Source: an optimization exercise on an open RTL-to-GDS flow (aim: small area, a short achievable clock period and few clock cycles). Production flows keep margins and buffers that such runs may drop.
Only simulation tests tie the RTL to the original design; equivalence was not proved.
No activity file was given, so power comes from the tool's default toggle rates.

[flow/design.v]
`default_nettype none
package mips_pkg;
   typedef logic [31:0] word_t;
   localparam logic [5:0] OP_RTYPE = 6'h00;
   localparam logic [5:0] OP_J     = 6'h02;
   localparam logic [5:0] OP_JAL   = 6'h03;
   localparam logic [5:0] OP_BEQ   = 6'h04;
   localparam logic [5:0] OP_BNE   = 6'h05;
   localparam logic [5:0] OP_ADDIU = 6'h09;
   localparam logic [5:0] OP_ORI   = 6'h0d;
   localparam logic [5:0] OP_LUI   = 6'h0f;
   localparam logic [5:0] FN_SLL     = 6'h00;
   localparam logic [5:0] FN_JR      = 6'h08;
   localparam logic [5:0] FN_SYSCALL = 6'h0c;
   localparam logic [5:0] FN_ADDU    = 6'h21;
   localparam logic [5:0] FN_SUBU    = 6'h23;
   localparam logic [5:0] FN_AND     = 6'h24;
   localparam logic [5:0] FN_OR      = 6'h25;
   localparam logic [5:0] FN_SLT     = 6'h2a;
endpackage
`default_nettype wire
`timescale 1ns/1ps
`default_nettype none
module mips_regfile (
   input  logic        clk,
   input  logic        rst,
   input  logic [4:0]  ra_i,
   input  logic [4:0]  rb_i,
   output logic [31:0] ra_o,
   output logic [31:0] rb_o,
   input  logic        we_i,
   input  logic [4:0]  wa_i,
   input  logic [31:0] wd_i,
   output logic [31:0] r31_o        
);
   logic [31:0] regs [1:31];
   logic [31:1] valid;
   always_ff @(posedge clk) begin
      for (int i = 1; i < 32; i++)
         if (we_i && wa_i == 5'(i))
            regs[i] <= wd_i;
   end
   always_ff @(posedge clk) begin
      if (rst)
         valid <= '0;
      else if (we_i && wa_i != 5'd0)
         valid[wa_i] <= 1'b1;
   end
   assign r31_o = valid[31] ? regs[31] : '0;
   always_comb begin
      ra_o = '0;
      rb_o = '0;
      for (int i = 1; i < 32; i++) begin
         if (ra_i == 5'(i) && valid[i]) ra_o = regs[i];
         if (rb_i == 5'(i) && valid[i]) rb_o = regs[i];
      end
   end
endmodule
`default_nettype wire
`timescale 1ns/1ps
`default_nettype none
module mips_core (
   input  logic        clk,
   input  logic        rst,
   output logic        cyc_o,
   output logic        stb_o,
   output logic        we_o,
   output logic [29:0] adr_o,
   output logic [3:0]  sel_o,
   output logic [31:0] dat_o,
   input  logic        ack_i,
   input  logic [31:0] dat_i,
   output logic        halted_o
);
   function automatic logic is_br(input logic [31:0] i);
      is_br = (i[31:26] == mips_pkg::OP_BEQ || i[31:26] == mips_pkg::OP_BNE);
   endfunction
   function automatic logic is_jmp(input logic [31:0] i);
      is_jmp = (i[31:26] == mips_pkg::OP_J || i[31:26] == mips_pkg::OP_JAL);
   endfunction
   function automatic logic is_jr(input logic [31:0] i);
      is_jr = (i[31:26] == mips_pkg::OP_RTYPE && i[5:0] == mips_pkg::FN_JR);
   endfunction
   function automatic logic is_sys(input logic [31:0] i);
      is_sys = (i[31:26] == mips_pkg::OP_RTYPE && i[5:0] == mips_pkg::FN_SYSCALL);
   endfunction
   function automatic logic [29:0] pred(input logic [31:0] i, input logic [29:0] pc4);
      if (is_jmp(i))
         pred = {pc4[29:26], i[25:0]};
      else if (is_br(i))
         pred = {pc4[29:10], pc4[9:0] + i[9:0]};
      else
         pred = pc4;
   endfunction
   logic        cyc_q;       
   logic        dk_q;        
   logic        we_q;
   logic [29:0] adr_q;
   logic [3:0]  sel_q;
   logic [31:0] dat_q;
   logic [1:0]  pclo_q;      
   logic        chk_q;       
   logic        bok_q;
   logic [31:0] ir_q;        
   logic [31:0] pc4_q;       
   logic        irv_q;       
   logic        x1_q;        
   logic        boot_q;      
   logic        halt_q;
   logic        x2_q;        
   logic [31:0] opa_q;
   logic [31:0] opb_q;       
   logic        f_add, f_cin, f_and, f_or, f_slt, f_sll, f_lui, f_jal;
   logic [4:0]  f_sh;
   logic        x2_wr;       
   logic [4:0]  x2_dest;     
   logic        m_st, m_ld, m_sign;
   logic [1:0]  m_size;      
   logic [1:0]  m_lsb;       
   logic        x2m_q;       
   logic        memp_q;      
   logic        dwait_q;     
   logic [31:0] res_q;       
   logic        x3_wr;
   logic [4:0]  x3_dest;
   logic [5:0] op, fn;
   logic [4:0] rs, rt, rd;
   assign op = ir_q[31:26];
   assign fn = ir_q[5:0];
   assign rs = ir_q[25:21];
   assign rt = ir_q[20:16];
   assign rd = ir_q[15:11];
   logic d_r, d_addu, d_subu, d_and, d_or, d_slt, d_sll, d_jr, d_sys;
   logic d_addiu, d_ori, d_lui, d_ld, d_st, d_jal;
   assign d_r     = (op == mips_pkg::OP_RTYPE);
   assign d_addu  = d_r && fn == mips_pkg::FN_ADDU;
   assign d_subu  = d_r && fn == mips_pkg::FN_SUBU;
   assign d_and   = d_r && fn == mips_pkg::FN_AND;
   assign d_or    = d_r && fn == mips_pkg::FN_OR;
   assign d_slt   = d_r && fn == mips_pkg::FN_SLT;
   assign d_sll   = d_r && fn == mips_pkg::FN_SLL;
   assign d_jr    = d_r && fn == mips_pkg::FN_JR;
   assign d_sys   = d_r && fn == mips_pkg::FN_SYSCALL;
   assign d_addiu = (op == mips_pkg::OP_ADDIU);
   assign d_ori   = (op == mips_pkg::OP_ORI);
   assign d_lui   = (op == mips_pkg::OP_LUI);
   assign d_ld    = (op == 6'h20 || op == 6'h21 || op == 6'h23 || op == 6'h24 || op == 6'h25);
   assign d_st    = (op == 6'h28 || op == 6'h29 || op == 6'h2b);
   assign d_jal   = (op == mips_pkg::OP_JAL);
   logic [31:0] ra, rb, wd, r31;
   logic [4:0]  wa;
   logic        we, ldw;
   mips_regfile u_regs (
      .clk  (clk),
      .rst  (rst),
      .ra_i (rs),
      .rb_i (rt),
      .ra_o (ra),
      .rb_o (rb),
      .we_i (we),
      .wa_i (wa),
      .wd_i (wd),
      .r31_o(r31)
   );
   logic [31:0] imm_sx;
   logic [4:0]  dest;
   logic [31:0] fa, fb;         
   logic [31:0] opa_d, opb_d;
   assign imm_sx = {{16{ir_q[15]}}, ir_q[15:0]};
   assign dest   = d_r ? rd : d_jal ? 5'd31 : rt;
   assign fa = (x3_wr && x3_dest == rs) ? res_q : ra;
   assign fb = (x3_wr && x3_dest == rt) ? res_q : rb;
   always_comb begin
      opa_d = fa;
      opb_d = fb;
      if (d_addiu | d_ld | d_st) opb_d = imm_sx;
      else if (d_ori) opb_d = {16'h0000, ir_q[15:0]};
      else if (d_lui) opb_d = {ir_q[15:0], 16'h0000};
      else if (d_subu | d_slt) opb_d = ~fb;
   end
   logic [31:0] sum, alu;
   logic        lt;
   logic [31:0] daddr;
   assign sum = opa_q + opb_q + {31'd0, f_cin};
   assign lt  = (opa_q[31] == opb_q[31]) ? opa_q[31] : sum[31];
   assign alu = ({32{f_add}} & sum) |
                ({32{f_lui}} & opb_q) |
                ({32{f_jal}} & pc4_q) |
                ({32{f_and}} & (opa_q & opb_q)) |
                ({32{f_or}}  & (opa_q | opb_q)) |
                ({32{f_slt}} & {31'd0, lt}) |
                ({32{f_sll}} & (opb_q << f_sh));
   assign daddr = sum;
   logic [3:0]  st_sel;
   logic [31:0] st_dat;
   always_comb begin
      case (m_size)
         2'b00: begin
            st_sel = 4'b0001 << daddr[1:0];
            st_dat = {4{rb[7:0]}};
         end
         2'b01: begin
            st_sel = daddr[1] ? 4'b1100 : 4'b0011;
            st_dat = {2{rb[15:0]}};
         end
         default: begin
            st_sel = 4'b1111;
            st_dat = rb;
         end
      endcase
   end
   logic [7:0]  ld_b;
   logic [15:0] ld_h;
   logic [31:0] ld_val;
   always_comb begin
      case (m_lsb)
         2'd0: ld_b = dat_i[7:0];
         2'd1: ld_b = dat_i[15:8];
         2'd2: ld_b = dat_i[23:16];
         default: ld_b = dat_i[31:24];
      endcase
      ld_h = m_lsb[1] ? dat_i[31:16] : dat_i[15:0];
      case (m_size)
         2'b00:   ld_val = {{24{m_sign & ld_b[7]}}, ld_b};
         2'b01:   ld_val = {{16{m_sign & ld_h[15]}}, ld_h};
         default: ld_val = dat_i;
      endcase
   end
   assign ldw = cyc_q & dk_q & ~we_q;
   assign we  = x3_wr | ldw;
   assign wa  = x3_dest;
   assign wd  = ldw ? ld_val : res_q;
   logic fack, dack, bus_free, squash;
   logic memp_d, x1_d, irv_d;
   logic dreq, open_data, f_new, f_old, open_fetch;
   logic [29:0] fadr;
   logic [29:0] adr1;
   assign adr1 = adr_q + 30'd1;
   logic [1:0]  fpclo;
   logic        fchk;
   assign fack     = cyc_q & ~dk_q & ack_i;
   assign dack     = cyc_q &  dk_q & ack_i;
   assign bus_free = ~cyc_q | ack_i;           
   logic [29:0] btgt;
   logic        c10, bok, taken;
   assign btgt  = pc4_q[31:2] + imm_sx[29:0];
   assign c10   = ({1'b0, pc4_q[11:2]} + {1'b0, ir_q[9:0]}) >> 10;
   assign bok   = (ir_q[15:10] == 6'h00 && !c10) || (ir_q[15:10] == 6'h3f && c10);
   assign taken = (opa_q == opb_q) != op[0];
   assign squash = fack & chk_q & (d_jr ? (opa_q != {adr_q, pclo_q}) : (~taken | ~bok_q));
   assign memp_d = (memp_q & ~dack) | (x1_q & (d_ld | d_st));
   assign irv_d  = (fack & ~squash) | (irv_q & ~x1_q);
   assign x1_d   = irv_d & ~memp_d & ~halt_q;
   assign dreq      = x2m_q | dwait_q;
   assign open_data = dreq & bus_free;
   assign f_new = fack & ~squash & x1_d & ~is_sys(dat_i);
   assign f_old = ~fack & irv_q & ~x1_q & x1_d & ~d_sys;
   assign open_fetch = ~halt_q & (f_new | f_old | squash | boot_q);
   always_comb begin
      fadr  = 30'd0;
      fpclo = pclo_q;
      fchk  = 1'b0;
      if (squash) begin
         if (d_jr) begin
            fadr  = opa_q[31:2];
            fpclo = opa_q[1:0];
         end else begin
            fadr  = taken ? btgt : pc4_q[31:2];
         end
      end else if (f_new) begin
         fadr = pred(dat_i, adr1);
         fchk = is_br(dat_i) | is_jr(dat_i);
         if (is_jmp(dat_i)) fpclo = 2'b00;
         if (is_jr(dat_i)) begin             
            fadr  = r31[31:2];
            fpclo = r31[1:0];
         end
      end else if (f_old) begin
         fadr = pred(ir_q, pc4_q[31:2]);
         fchk = is_br(ir_q) | d_jr;
         if (is_jmp(ir_q)) fpclo = 2'b00;
         if (d_jr) begin
            fadr  = r31[31:2];
            fpclo = r31[1:0];
         end
      end
   end
   always_ff @(posedge clk) begin
      if (rst) begin
         cyc_q   <= 1'b0;
         dk_q    <= 1'b0;
         we_q    <= 1'b0;
         chk_q   <= 1'b0;
         adr_q   <= '0;
         pclo_q  <= 2'b00;
         irv_q   <= 1'b0;
         x1_q    <= 1'b0;
         x2_q    <= 1'b0;
         x2m_q   <= 1'b0;
         x3_wr   <= 1'b0;
         memp_q  <= 1'b0;
         dwait_q <= 1'b0;
         halt_q  <= 1'b0;
         boot_q  <= 1'b1;
      end else begin
         boot_q  <= 1'b0;
         cyc_q   <= (cyc_q & ~ack_i) | open_fetch | open_data;
         if (open_data) begin
            dk_q  <= 1'b1;
            we_q  <= m_st;
            chk_q <= 1'b0;
            adr_q <= daddr[31:2];
         end else if (open_fetch) begin
            dk_q   <= 1'b0;
            we_q   <= 1'b0;
            chk_q  <= fchk;
            adr_q  <= fadr;
            pclo_q <= fpclo;
         end
         irv_q   <= irv_d;
         x1_q    <= x1_d;
         x2_q    <= x1_q;
         x2m_q   <= x1_q & (d_ld | d_st);
         x3_wr   <= x2_q & x2_wr;
         memp_q  <= memp_d;
         dwait_q <= dreq & ~bus_free;
         if (x1_q & d_sys)
            halt_q <= 1'b1;
      end
   end
   always_ff @(posedge clk) begin
      if (fack) begin
         ir_q  <= dat_i;
         pc4_q <= {adr1, pclo_q};
      end
      opa_q <= opa_d;
      opb_q <= opb_d;
      f_add <= d_addu | d_addiu | d_subu;
      f_cin <= d_subu | d_slt;
      f_and <= d_and;
      f_or  <= d_or | d_ori;
      f_lui <= d_lui;
      f_jal <= d_jal;
      f_slt <= d_slt;
      f_sll <= d_sll;
      f_sh  <= ir_q[10:6];
      bok_q <= bok;
      if (x1_q) begin
         x2_wr   <= (d_addu | d_subu | d_and | d_or | d_slt | d_sll |
                     d_addiu | d_ori | d_lui | d_jal) && dest != 5'd0;
         x2_dest <= dest;
         m_st    <= d_st;
         m_ld    <= d_ld;
         m_size  <= op[1:0];
         m_sign  <= ~op[2];
      end
      res_q   <= alu;
      x3_dest <= x2_dest;
      if (open_data) begin
         m_lsb <= daddr[1:0];
         sel_q <= st_sel;
         dat_q <= st_dat;
      end
   end
   assign cyc_o    = cyc_q;
   assign stb_o    = cyc_q;
   assign we_o     = we_q;
   assign adr_o    = adr_q;
   assign sel_o    = sel_q;
   assign dat_o    = dat_q;
   assign halted_o = halt_q;
endmodule
`default_nettype wire
`timescale 1ns/1ps
`default_nettype none
module mips_top (
   input  wire        clk,
   input  wire        rst,
   output wire        wb_cyc_o,
   output wire        wb_stb_o,
   output wire        wb_we_o,
   output wire [29:0] wb_adr_o,
   output wire [3:0]  wb_sel_o,
   output wire [31:0] wb_dat_o,
   input  wire        wb_ack_i,
   input  wire [31:0] wb_dat_i,
   output wire        halted_o
);
   mips_core u_core (
      .clk      (clk),
      .rst      (rst),
      .cyc_o    (wb_cyc_o),
      .stb_o    (wb_stb_o),
      .we_o     (wb_we_o),
      .adr_o    (wb_adr_o),
      .sel_o    (wb_sel_o),
      .dat_o    (wb_dat_o),
      .ack_i    (wb_ack_i),
      .dat_i    (wb_dat_i),
      .halted_o (halted_o)
   );
endmodule
`default_nettype wire
[flow/constraint.sdc]
create_clock -name core_clock -period 12.0 [get_ports {clk}]
set_input_delay 2.4000 -clock core_clock [delete_from_list [all_inputs] [get_ports {clk}]]
set_output_delay 2.4000 -clock core_clock [all_outputs]
set_load 0.01 [all_outputs]
[flow/config.mk]
export PLATFORM = sky130hd
export DESIGN_NAME = mips_top
export DESIGN_NICKNAME = mips_top
export VERILOG_FILES = /design/flow/design.v
export SDC_FILE = /design/flow/constraint.sdc
export NUM_CORES = 4
export LEC_CHECK = 0
export CAP_MARGIN = 20
export CORE_MARGIN = 2
export CORE_UTILIZATION = 30
export CTS_BUF_LIST = sky130_fd_sc_hd__clkbuf_16
export CTS_CLUSTER_DIAMETER = 80
export CTS_CLUSTER_SIZE = 24
export PLACE_DENSITY = 0.4
export SLEW_MARGIN = 20
[flow/standard.sh]
#!/bin/bash
# synth_recipe.tcl (not shown) runs the flow's synth.tcl, then flattens the netlist and writes it again
# the make line also repeats each setting of config.mk as NAME=value (left out here)
make -C /OpenROAD-flow-scripts/flow DESIGN_CONFIG=/design/flow/config.mk WORK_HOME=/design/flow/orfs CLKGATE_MAP_FILE= SYNTH_SCRIPT=/design/flow/synth_recipe.tcl "${@:-finish}"
[flow/flow/margin.txt]
8.2
[flow/flow/run.sh]
#!/bin/bash
# Standard layout (standard synthesis unchanged), with repair_timing aiming for
# a setup slack margin so the achieved period shrinks. Full make output goes to
# flow_make.log; each ORFS step also keeps its own log under orfs/logs.
set -euo pipefail
MARGIN=$(cat flow/margin.txt)
bash standard.sh SETUP_SLACK_MARGIN=$MARGIN finish > flow_make.log 2>&1
==> impl_metrics.json <==
{
  "numCtsBuffers": 105,
  "worstPathCellList": "buf_12 > nor3b_4 > and3_4 > buf_12 > a222oi_1 > nand4_1 > o221ai_2 > a21oi_2 > o22a_2 > a21oi_2 > mux2i_2",
  "clkLatencyLatePin_ps": 830,
  "htreeDepth": 3,
  "clock_skew_ps": 51.5,
  "grt_max_degree": 66,
  "cts_tree": "yes",
  "switching_share": 0.276,
  "synth_cell_types": 93,
  "timing.rr.end": "u_core.dat_q[27]",
  "r2r-start": "u_core.ir_q[19]",
  "synth_fp_nets": 5984,
  "area.growth.synth_to_final_pct": 24.5,
  "coreArea_mm2": 0.215,
  "slowest_stage": "and3_4",
  "worstPathRequired_ps": 12550,
  "detail_route.drc_violations": 0,
  "critPathKind": "register to register",
  "die_w_um": 469,
  "synth-seq-area-share": 0.570,
  "endpoint": "u_core.dat_q[27]",
  "hpwl_um": 263000,
  "clock.fmax_ghz": 0.252,
  "critPathMaxFanout": 24,
  "core.rowCount": 170,
  "power_frac_clock": 0.415,
  "netlist_area_mm2": 0.0648,
  "syn_inst": 5830,
  "cts_sinks": 1295,
  "antenna_left": 0,
  "yosys.area.top_type": "edfxtp_1",
  "synthTopCellsByArea": "edfxtp_1 (51%), a22oi_1 (6.0%), dfxtp_1 (5.9%)",
  "r2r_slack_ps": 8020,
  "antenna_found_initial": 25,
  "vdd_ir_drop_max_v": 0.000107,
  "ctsRootBufferMaster": "clkbuf_16",
  "startpoint_type": "register",
  "dominantRegCellSynth": "edfxtp_1",
  "io_buffers": 104,
  "clockBufferDepth": 3,
  "instances_no_fill": 9148,
  "avgSynthCellArea_um2": 11.1,
  "worstMarginPinSlew_ps": 1290,
  "gp_congestion": 0.981,
  "synth_top_area_frac": 0.511,
  "arrival_ps": 4530,
  "ys_warn_count": 3,
  "async_reset_ff_frac": 0,
  "fin_crit_sh": 0.331,
  "vias_per_cell": 6.67,
  "synth_most_common_cell": "edfxtp_1",
  "io_pins": 105,
  "switchingPower_mw": 2.65,
  "start_util": 0.302,
  "grt_setup_unrepaired": "yes",
  "tns_ps": 0,
  "cellPowerDensity_mw_per_mm2": 119,
  "dpl.cell_count": 8566,
  "p_leak_nw": 28.1,
  "slew_viol_final": 0,
  "synth_common_cells": "edfxtp_1 (1104), a22oi_1 (519), nor2_1 (445)",
  "seqPwrFrac": 0.512,
  "num_vias": 61000,
  "synth_seq_cells": 1295,
  "wl_per_cell_um": 45.9,
  "nets": 6354,
  "p_int_mw": 6.94,
  "slew_headroom": 0.141,
  "die_h_um": 469,
  "grt_pass1_vias": 55900,
  "fin_crit_ps": 3980,
  "dieArea_mm2": 0.220,
  "combinationalPowerShare": 0.074,
  "grt.overflow.total": 0,
  "drive_gt1_frac": 0.234,
  "maxCapViolations": 0,
  "outcome": "complete, no violations",
  "hold_path.class": "register to register",
  "grt_pass1_wl_um": 541000,
  "total_power_mw": 9.59,
  "hold_buffers": 0,
  "end_kind": "register",
  "firstDrtPassIters": 9,
  "crit_start": "u_core.ir_q[19]",
  "synth_edf_count": 1104,
  "hold_viol_final": 0,
  "rr_worst_depth": 11,
  "max_stage_delay_ps": 470,
  "finalSetupViolations": 0,
  "routed_wl_um": 420000,
  "path_clk_slew_ps": 80,
  "globalRouteTotalUtil": 0.368,
  "first_iter_violations": 11100
}
worst min-delay path by stage:
stage                      startpoint           endpoint  slack, ps  depth (start not counted)
global route        u_core.x2_dest[1]  u_core.x3_dest[1]        370                          0
global placement    u_core.x2_dest[1]  u_core.x3_dest[1]        330                          0
CTS                 u_core.x2_dest[0]  u_core.x3_dest[0]        360                          0
detailed placement  u_core.x2_dest[0]  u_core.x3_dest[0]        330                          0
finish              u_core.x2_dest[0]  u_core.x3_dest[0]        360                          0
floorplan           u_core.x2_dest[0]  u_core.x3_dest[0]        320                          0
sequential cells by signal (all words and copies together) (netlist names), 31 cells and up:
signal	flops
u_core.dat_q	32
u_core.ir_q	32
u_core.opa_q	32
u_core.opb_q	32
u_core.pc4_q	32
u_core.res_q	32
u_core.u_regs.regs	992
u_core.u_regs.valid	31
logic make-up after synthesis:
| logic type | count (synthesis) | synth area share |
|---|---|---|
| AO/OA/AOI/OAI | 1965 | 0.207 |
| XOR/XNOR | 167 | 0.0226 |
| adder cells (fa/ha/maj) | 119 | 0.0234 |
| buffers and inverters | 569 | 0.0353 |
| flip-flops | 1295 | 0.570 |
| multiplexers | 118 | 0.0216 |
| AND/OR/NAND/NOR | 1597 | 0.119 |
area by class of cell:
class                           instances  area (µm²)
Multi-Input combinational cell       3994       28800
Inverter                              127         498
Clock inverter                         94        1140
Sequential cell                      1295       37200
Tap cell                             2838        3550
Antenna cell                           18        45.0
Fill cell                           20900      134000
Timing Repair Buffer                  677        6820
Clock buffer                          105        2630
per-layer routing:
| metal | wire length [µm] | global-route usage | vias to the layer above | part of all wire |
|---|---|---|---|---|
| li1 | - | - | 23800 | - |
| met4 | 35200 | 0.263 | 8 | 0.084 |
| met5 | 233 | 0.00628 | - | 0.00055 |
| met1 | 156000 | 0.456 | 31200 | 0.37 |
| met3 | 46800 | 0.0996 | 1173 | 0.11 |
| met2 | 182000 | 0.553 | 4854 | 0.43 |
what timing repair did:
item / CTS / global route
setup buffers: 227 / 89
resized for setup: 865 / 290
pin swaps: 123 / 93
setup endpoints to repair: 1229 / 708
gates cloned: 37 / 10
metrics by stage:
stage	hold slack, ps	utilization	setup WS, ps	instance area, µm²
floorplan	323	-	6850	65300
global placement	327	0.328	5830	70300
detailed placement	332	0.328	5770	70300
CTS	358	0.365	8070	78400
global route	367	0.376	7930	80700
finish	356	0.376	8020	80700
worst max-delay path, delay by kind of cell, from the launching register on:
kind / cells / cell delay, ps
AND/OR/NAND/NOR: 3 / 1280
AO/OA/AOI/OAI: 5 / 1040
buffers and inverters: 2 / 510
flip-flops: 1 / 430
multiplexers: 1 / 410
cells in the final DEF, fill, tap and decap left out, drive strengths merged, types with 97 or more instances in the layout:
master / count
edfxtp: 1104
buf: 645
a22oi: 519
nor2: 446
a21oi: 409
nand2: 389
o21ai: 302
nand3: 213
dfxtp: 191
o22ai: 189
inv: 174
and3: 136
xnor2: 129
clkbuf: 119
ha: 115
nand4: 97
power groups by stage:
stage / combinational, mW / sequential [mW] / clock, mW
floorplan: 0.283 / 4.98 / 0
global placement: 0.505 / 5.04 / 0
detailed placement: 0.501 / 5.04 / 0
CTS: 0.636 / 4.91 / 3.99
global route: 0.723 / 4.90 / 4.15
finish: 0.707 / 4.91 / 3.97
Testbench counts, summed over its fixed seeds: cycles 65,900.

static timing again, ports no longer ideal:
Ports are ideal in the flow. The routed layout listed here was re-timed in OpenROAD. Step 1: set_driving_cell puts a clkbuf_16 on clk and a buf_2 on each other input, an assumption about the parent block. Step 2, shift: input delay + t, output delay - t, t = (earliest + latest rising clock arrival at the registers) / 2. This alone moves slack from input paths to output paths. Three values: ideal, step 1, step 2; two values: the first two.
t, ns: 0.901
setup slack, ns: 8.025 / 8.025 / 7.151
worst hold slack (ns): 0.356 / 0.356 / 0.356
worst setup path at the end: input to register
slew at the worst register clock pin (ns): 0.10 / 0.10
After both steps this run still meets setup and hold. For this run, drivers alone change the setup slack by 0.000 ns; drivers and shift together by -0.874 ns.
